Context: an optimization exercise on an open-source flow, tuned for small area and a short achievable clock period. The choices shown serve that exercise and are no tape-out recipe.
The RTL was checked by simulation tests, not by an equivalence proof against the original design.
Power is estimated from default activity; no workload was simulated.

## mc_rf_top
module mc_rf_top #(
	parameter int NUM_CS = 8
) (
	input  logic clk,
	input  logic rst,
	input  logic bus_cyc_i,
	input  logic bus_stb_i,
	input  logic bus_we_i,
	input  logic [31:0] bus_addr_i,
	input  logic [mc_pkg::DATA_W-1:0] bus_data_i,
	input  logic mc_sts_i,
	input  logic cs_le_i,
	input  logic init_ack_i,
	input  logic lmr_ack_i,
	output logic ack_o,
	output logic [mc_pkg::DATA_W-1:0] rd_data_o,
	output logic wp_err_o,
	output logic [mc_pkg::MAX_CS-1:0] cs_o,
	output logic [mc_pkg::DATA_W-1:0] csc_sel_o,
	output logic [mc_pkg::DATA_W-1:0] tms_sel_o,
	output logic [mc_pkg::MAX_CS-1:0] cs_need_rfr_o,
	output logic [2:0] ref_int_o,
	output logic [7:0] rfr_ps_val_o,
	output logic mc_vpen_o,
	output logic fs_o,
	output logic init_req_o,
	output logic lmr_req_o,
	output logic [mc_pkg::MAX_CS-1:0] spec_req_cs_o
);
	localparam int N = NUM_CS;
	localparam int W = mc_pkg::DATA_W;
	logic reg_sel;
	logic wr_we_q;
	logic [4:0] wr_idx_q;
	assign reg_sel = bus_cyc_i & bus_stb_i & (bus_addr_i[31:29] == mc_pkg::REG_SEL_VAL);
	always_ff @(posedge clk or posedge rst)
	begin
		if (rst)
		begin
			ack_o <= 1'b0;
			wr_we_q <= 1'b0;
		end
		else
		begin
			ack_o <= reg_sel & ~ack_o;
			wr_we_q <= reg_sel & bus_we_i & ~ack_o;
		end
	end
  ...
export LEC_CHECK = 0
export CAP_MARGIN = 20
export CORE_MARGIN = 2
export CORE_UTILIZATION = 60
export CTS_BUF_LIST = sky130_fd_sc_hd__clkbuf_8
export CTS_CLUSTER_SIZE = 30
export SETUP_SLACK_MARGIN = 4.2
export SLEW_MARGIN = 20
create_clock -name core_clock -period 7.0 [get_ports {clk}]
standard.sh (not shown) runs the stock make flow with config.mk's settings and CLKGATE_MAP_FILE= SYNTH_SCRIPT=/design/flow/synth_recipe.tcl, a recipe that flattens the netlist after the stock synthesis.
==> flow/flow/run.sh <==
#!/bin/bash
# Standard ORFS layout (standard synthesis script), with resizing free to
# change cell footprints, plain buffers on the ports, and the slow
# single-size a222oi cell kept out of mapping and resizing.
set -euo pipefail
DU="$(cat flow/dont_use.txt)"
bash standard.sh MATCH_CELL_FOOTPRINT=0 "BUFFER_PORTS_ARGS=-buffer_cell sky130_fd_sc_hd__buf_2" "DONT_USE_CELLS=$DU" finish > standard.log 2>&1
==> flow/flow/dont_use.txt <==
sky130_fd_sc_hd__probe_p_8 sky130_fd_sc_hd__probec_p_8 sky130_fd_sc_hd__lpflow_bleeder_1 sky130_fd_sc_hd__lpflow_clkbufkapwr_1 sky130_fd_sc_hd__lpflow_clkbufkapwr_16 sky130_fd_sc_hd__lpflow_clkbufkapwr_2 sky130_fd_sc_hd__lpflow_clkbufkapwr_4 sky130_fd_sc_hd__lpflow_clkbufkapwr_8 sky130_fd_sc_hd__lpflow_clkinvkapwr_1 sky130_fd_sc_hd__lpflow_clkinvkapwr_16 sky130_fd_sc_hd__lpflow_clkinvkapwr_2 sky130_fd_sc_hd__lpflow_clkinvkapwr_4 sky130_fd_sc_hd__lpflow_clkinvkapwr_8 sky130_fd_sc_hd__lpflow_decapkapwr_12 sky130_fd_sc_hd__lpflow_decapkapwr_3 sky130_fd_sc_hd__lpflow_decapkapwr_4 sky130_fd_sc_hd__lpflow_decapkapwr_6 sky130_fd_sc_hd__lpflow_decapkapwr_8 sky130_fd_sc_hd__lpflow_inputiso0n_1 sky130_fd_sc_hd__lpflow_inputiso0p_1 sky130_fd_sc_hd__lpflow_inputiso1n_1 sky130_fd_sc_hd__lpflow_inputiso1p_1 sky130_fd_sc_hd__lpflow_inputisolatch_1 sky130_fd_sc_hd__lpflow_isobufsrc_1 sky130_fd_sc_hd__lpflow_isobufsrc_16 sky130_fd_sc_hd__lpflow_isobufsrc_2 sky130_fd_sc_hd__lpflow_isobufsrc_4 sky130_fd_sc_hd__lpflow_isobufsrc_8 sky130_fd_sc_hd__lpflow_isobufsrckapwr_16 sky130_fd_sc_hd__lpflow_lsbuf_lh_hl_isowell_tap_1 sky130_fd_sc_hd__lpflow_lsbuf_lh_hl_isowell_tap_2 sky130_fd_sc_hd__lpflow_lsbuf_lh_hl_isowell_tap_4 sky130_fd_sc_hd__lpflow_lsbuf_lh_isowell_4 sky130_fd_sc_hd__lpflow_lsbuf_lh_isowell_tap_1 sky130_fd_sc_hd__lpflow_lsbuf_lh_isowell_tap_2 sky130_fd_sc_hd__lpflow_lsbuf_lh_isowell_tap_4 sky130_fd_sc_hd__a222oi_1
The baseline ran to the end with no violations.
Edit:
CTS_CLUSTER_DIAMETER = 60   (was default)
CTS_CLUSTER_SIZE = 14   (was 30)
SETUP_SLACK_MARGIN = 3.7   (was 4.2)
After rerunning:
- The changed run finished clean
- die area stays the same
- wire length went down by about 6%
- cell area fell by 8.5%
- cell count shrinks by 5.0%
- area after synthesis does not change
- utilization falls by 6.3 points
- register-to-register slack gains 40 ps
- via count falls by 4.2%
- global-route usage came out lower by 3.0 points
Edit:
CTS_CLUSTER_DIAMETER = default   (was 60)
CTS_CLUSTER_SIZE = 30   (was 14)
SETUP_SLACK_MARGIN = 4.4   (was 3.7)
Effect: With this change the flow finished with capacitance limit, slew limit left; setup slack improves by 7.8 ps; sequential share of layout area decreases by 6.6 points; core utilization increases by 8.4 points; first-iteration DRC count climbs by 14%; routed wire length goes up by 13%; synthesized cell count stays the same; final cell count goes up by 9.4%; count of clock-buffer cells in the layout is higher by 77; power is higher by 20%; clock skew rises by 4.9 ps; die area does not change.
Edit:
CTS_BUF_LIST = sky130_fd_sc_hd__clkbuf_16   (was sky130_fd_sc_hd__clkbuf_8)
CTS_CLUSTER_DIAMETER = 60   (was default)
CTS_CLUSTER_SIZE = 20   (was 30)
SETUP_SLACK_MARGIN = 3.9   (was 4.4)
The changed run completed without violations.
Routed wire length went down by 9.0%.
Worst setup slack improved by 57 ps.
Non-clock buffer count went down by 125.
Global-route usage fell by 3.5 points.
Register-to-register slack gets better by 50 ps.
Via count fell by 6.6%.
Cell area drops by 6.5%.
Cell count goes down by 7.7%.
Edit:
CTS_BUF_LIST = sky130_fd_sc_hd__clkbuf_8   (was sky130_fd_sc_hd__clkbuf_16)
CTS_CLUSTER_SIZE = 14   (was 20)
TNS_END_PERCENT = 10   (was default)
- worst setup slack degrades by 85 ps
- utilization is lower by 2.2 points
- non-clock buffer count is lower by 23
- cell count hardly moves
Edit:
==> flow/flow/run.sh (replaced) <==
#!/bin/bash
# Standard ORFS layout, with resizing free to change cell footprints and
# plain buffers on the ports.
set -euo pipefail
bash standard.sh MATCH_CELL_FOOTPRINT=0 "BUFFER_PORTS_ARGS=-buffer_cell sky130_fd_sc_hd__buf_2" finish > standard.log 2>&1
CTS_CLUSTER_DIAMETER = default   (was 60)
CTS_CLUSTER_SIZE = 30   (was 14)
SETUP_SLACK_MARGIN = 4.2   (was 3.9)
TNS_END_PERCENT = default   (was 10)
removed: flow/flow/dont_use.txt
Setup slack is better by 48 ps.
Via count rises by about 2%.
Final area came out higher by 7.1%.
Sequential cell count is unchanged.
Wire length rose by 4.1%.
Hold slack is about the same.
Non-clock buffer count came out higher by 32.


## v5
mc_rf_top, a different RTL version from the one above (not shown whole).
Size: roughly 2100 cells after synthesis, roughly 700 flip-flops, roughly 210 I/O pins, roughly 30000 µm² of cells after synthesis.
Settings: LEC_CHECK=0, CAP_MARGIN=20, CORE_MARGIN=2, CORE_UTILIZATION=60, CTS_BUF_LIST=sky130_fd_sc_hd__clkbuf_8, CTS_CLUSTER_DIAMETER=60, CTS_CLUSTER_SIZE=14, SETUP_SLACK_MARGIN=3.85, SLEW_MARGIN=20; clock period 7.0 ns.
==> flow/flow/run.sh <==
#!/bin/bash
# Standard ORFS layout (standard synthesis script), with resizing free to
# change cell footprints, plain buffers on the ports, and the slow
# single-size a222oi cell kept out of mapping and resizing.
set -euo pipefail
DU="$(cat flow/dont_use.txt)"
bash standard.sh MATCH_CELL_FOOTPRINT=0 "BUFFER_PORTS_ARGS=-buffer_cell sky130_fd_sc_hd__buf_2" "DONT_USE_CELLS=$DU" finish > standard.log 2>&1
==> flow/flow/dont_use.txt <==
sky130_fd_sc_hd__probe_p_8 sky130_fd_sc_hd__probec_p_8 sky130_fd_sc_hd__lpflow_bleeder_1 sky130_fd_sc_hd__lpflow_clkbufkapwr_1 sky130_fd_sc_hd__lpflow_clkbufkapwr_16 sky130_fd_sc_hd__lpflow_clkbufkapwr_2 sky130_fd_sc_hd__lpflow_clkbufkapwr_4 sky130_fd_sc_hd__lpflow_clkbufkapwr_8 sky130_fd_sc_hd__lpflow_clkinvkapwr_1 sky130_fd_sc_hd__lpflow_clkinvkapwr_16 sky130_fd_sc_hd__lpflow_clkinvkapwr_2 sky130_fd_sc_hd__lpflow_clkinvkapwr_4 sky130_fd_sc_hd__lpflow_clkinvkapwr_8 sky130_fd_sc_hd__lpflow_decapkapwr_12 sky130_fd_sc_hd__lpflow_decapkapwr_3 sky130_fd_sc_hd__lpflow_decapkapwr_4 sky130_fd_sc_hd__lpflow_decapkapwr_6 sky130_fd_sc_hd__lpflow_decapkapwr_8 sky130_fd_sc_hd__lpflow_inputiso0n_1 sky130_fd_sc_hd__lpflow_inputiso0p_1 sky130_fd_sc_hd__lpflow_inputiso1n_1 sky130_fd_sc_hd__lpflow_inputiso1p_1 sky130_fd_sc_hd__lpflow_inputisolatch_1 sky130_fd_sc_hd__lpflow_isobufsrc_1 sky130_fd_sc_hd__lpflow_isobufsrc_16 sky130_fd_sc_hd__lpflow_isobufsrc_2 sky130_fd_sc_hd__lpflow_isobufsrc_4 sky130_fd_sc_hd__lpflow_isobufsrc_8 sky130_fd_sc_hd__lpflow_isobufsrckapwr_16 sky130_fd_sc_hd__lpflow_lsbuf_lh_hl_isowell_tap_1 sky130_fd_sc_hd__lpflow_lsbuf_lh_hl_isowell_tap_2 sky130_fd_sc_hd__lpflow_lsbuf_lh_hl_isowell_tap_4 sky130_fd_sc_hd__lpflow_lsbuf_lh_isowell_4 sky130_fd_sc_hd__lpflow_lsbuf_lh_isowell_tap_1 sky130_fd_sc_hd__lpflow_lsbuf_lh_isowell_tap_2 sky130_fd_sc_hd__lpflow_lsbuf_lh_isowell_tap_4 sky130_fd_sc_hd__a222oi_1
v5 completed every stage of the flow, and the final layout passed the timing, design-rule and antenna checks.
The inputs of v19 differ from those of v5 as listed below.
Settings: SETUP_SLACK_MARGIN now 4.0, was 3.85.
### Flow results
- Taking v19 as 1.0, v5 lands at 0.839 on combinational logic power.
- Post-placement cell area of v19 is on par with v5.
- Internal power (higher): v19
- v19 vs. v5: area of all placed cells without fillers now sits higher; total power draw went up 0.00019 W; overall routed net length went up by about 1.3%; hold slack now larger.
What v57 does differently from v19 at the input level:
Settings: CORE_UTILIZATION changed from 60 to 55; SETUP_SLACK_MARGIN changed from 4.0 to 3.7.
[summary]
- Non-clock buffer count: higher on v19
- Synthesis-to-layout area growth is higher on v19
- Total power consumption of the routed design (v57 over v19): decrease, 0.00018 W
diff inputs: v57 => v28
Settings: CTS_CLUSTER_DIAMETER: 60 -> 50; CORE_UTILIZATION: 55 -> 60; SETUP_SLACK_MARGIN: 3.7 -> 3.75; CTS_CLUSTER_SIZE: 14 -> 12.
Findings:
Summary of v28 over v57: met3 global-route usage picked up an extra 2.8 points; largest incremental delay on the critical path lost 0.29 ns; part of the power in combinational logic lost 0.2 points; number of buffers outside the clock class in the layout picked up an extra 10; first-pass GRT wire length lost 2.2 mm.
[compare] base=v57 new=v28: area growth from synthesis to layout moved up, final area has increased, portion of the clock cycle consumed by the worst path in the final layout shows a reduction of 0.55 points.
Clock-cell share of area ends up lower on v57.
Data arrival at the endpoint of the critical path: v28 vs v57 down 2.11 ns
v28 vs v57: power up by a few percent

[port drivers added, routing unchanged]
In the flow no input, the clock included, has a driving cell. The finished layouts below were timed again as built, in two steps. Step 1 (the two cells are an assumption about what drives the block):
set clk [get_ports {clk}]
set_driving_cell -lib_cell sky130_fd_sc_hd__clkbuf_16 $clk
set_driving_cell -lib_cell sky130_fd_sc_hd__buf_2 [delete_from_list [all_inputs] $clk]
Step 2 moves the port delays by t, midway between the first and last clock arrival at a register: inputs arrive t later, outputs are due t later. That takes back most of the time a late clock gives input paths. Slacks: ideal ports / drivers / drivers and shift; pairs: ideal ports / drivers.
run	t, ns	slack for setup (ns)	worst setup path at the end	worst slew at a driven data input, ns
the first run of note 1	0.805	3.724 / 3.688 / 2.882	input to register	0.14
the second run of note 1	0.776	3.675 / 3.621 / 2.845	input to register	0.12
the third run of note 1	0.804	3.683 / 3.683 / 2.879	input to register	0.21
the fourth run of note 1	0.689	3.740 / 3.681 / 2.992	input to register	0.14
the fifth run of note 1	0.782	3.655 / 3.699 / 2.916	input to register	0.12
the sixth run of note 1	0.813	3.703 / 3.702 / 2.889	input to register	0.15
v5	0.792	3.687 / 3.622 / 3.040	input to register	0.10
v19	0.780	3.712 / 3.649 / 3.148	input to register	0.13
v57	0.774	3.667 / 3.656 / 2.882	input to register	0.11
v28	0.738	3.706 / 3.649 / 2.947	input to register	0.10
The setup slack of the first run of note 1, which loses most, moves by -0.036 ns with the drivers and by -0.842 ns with both steps.
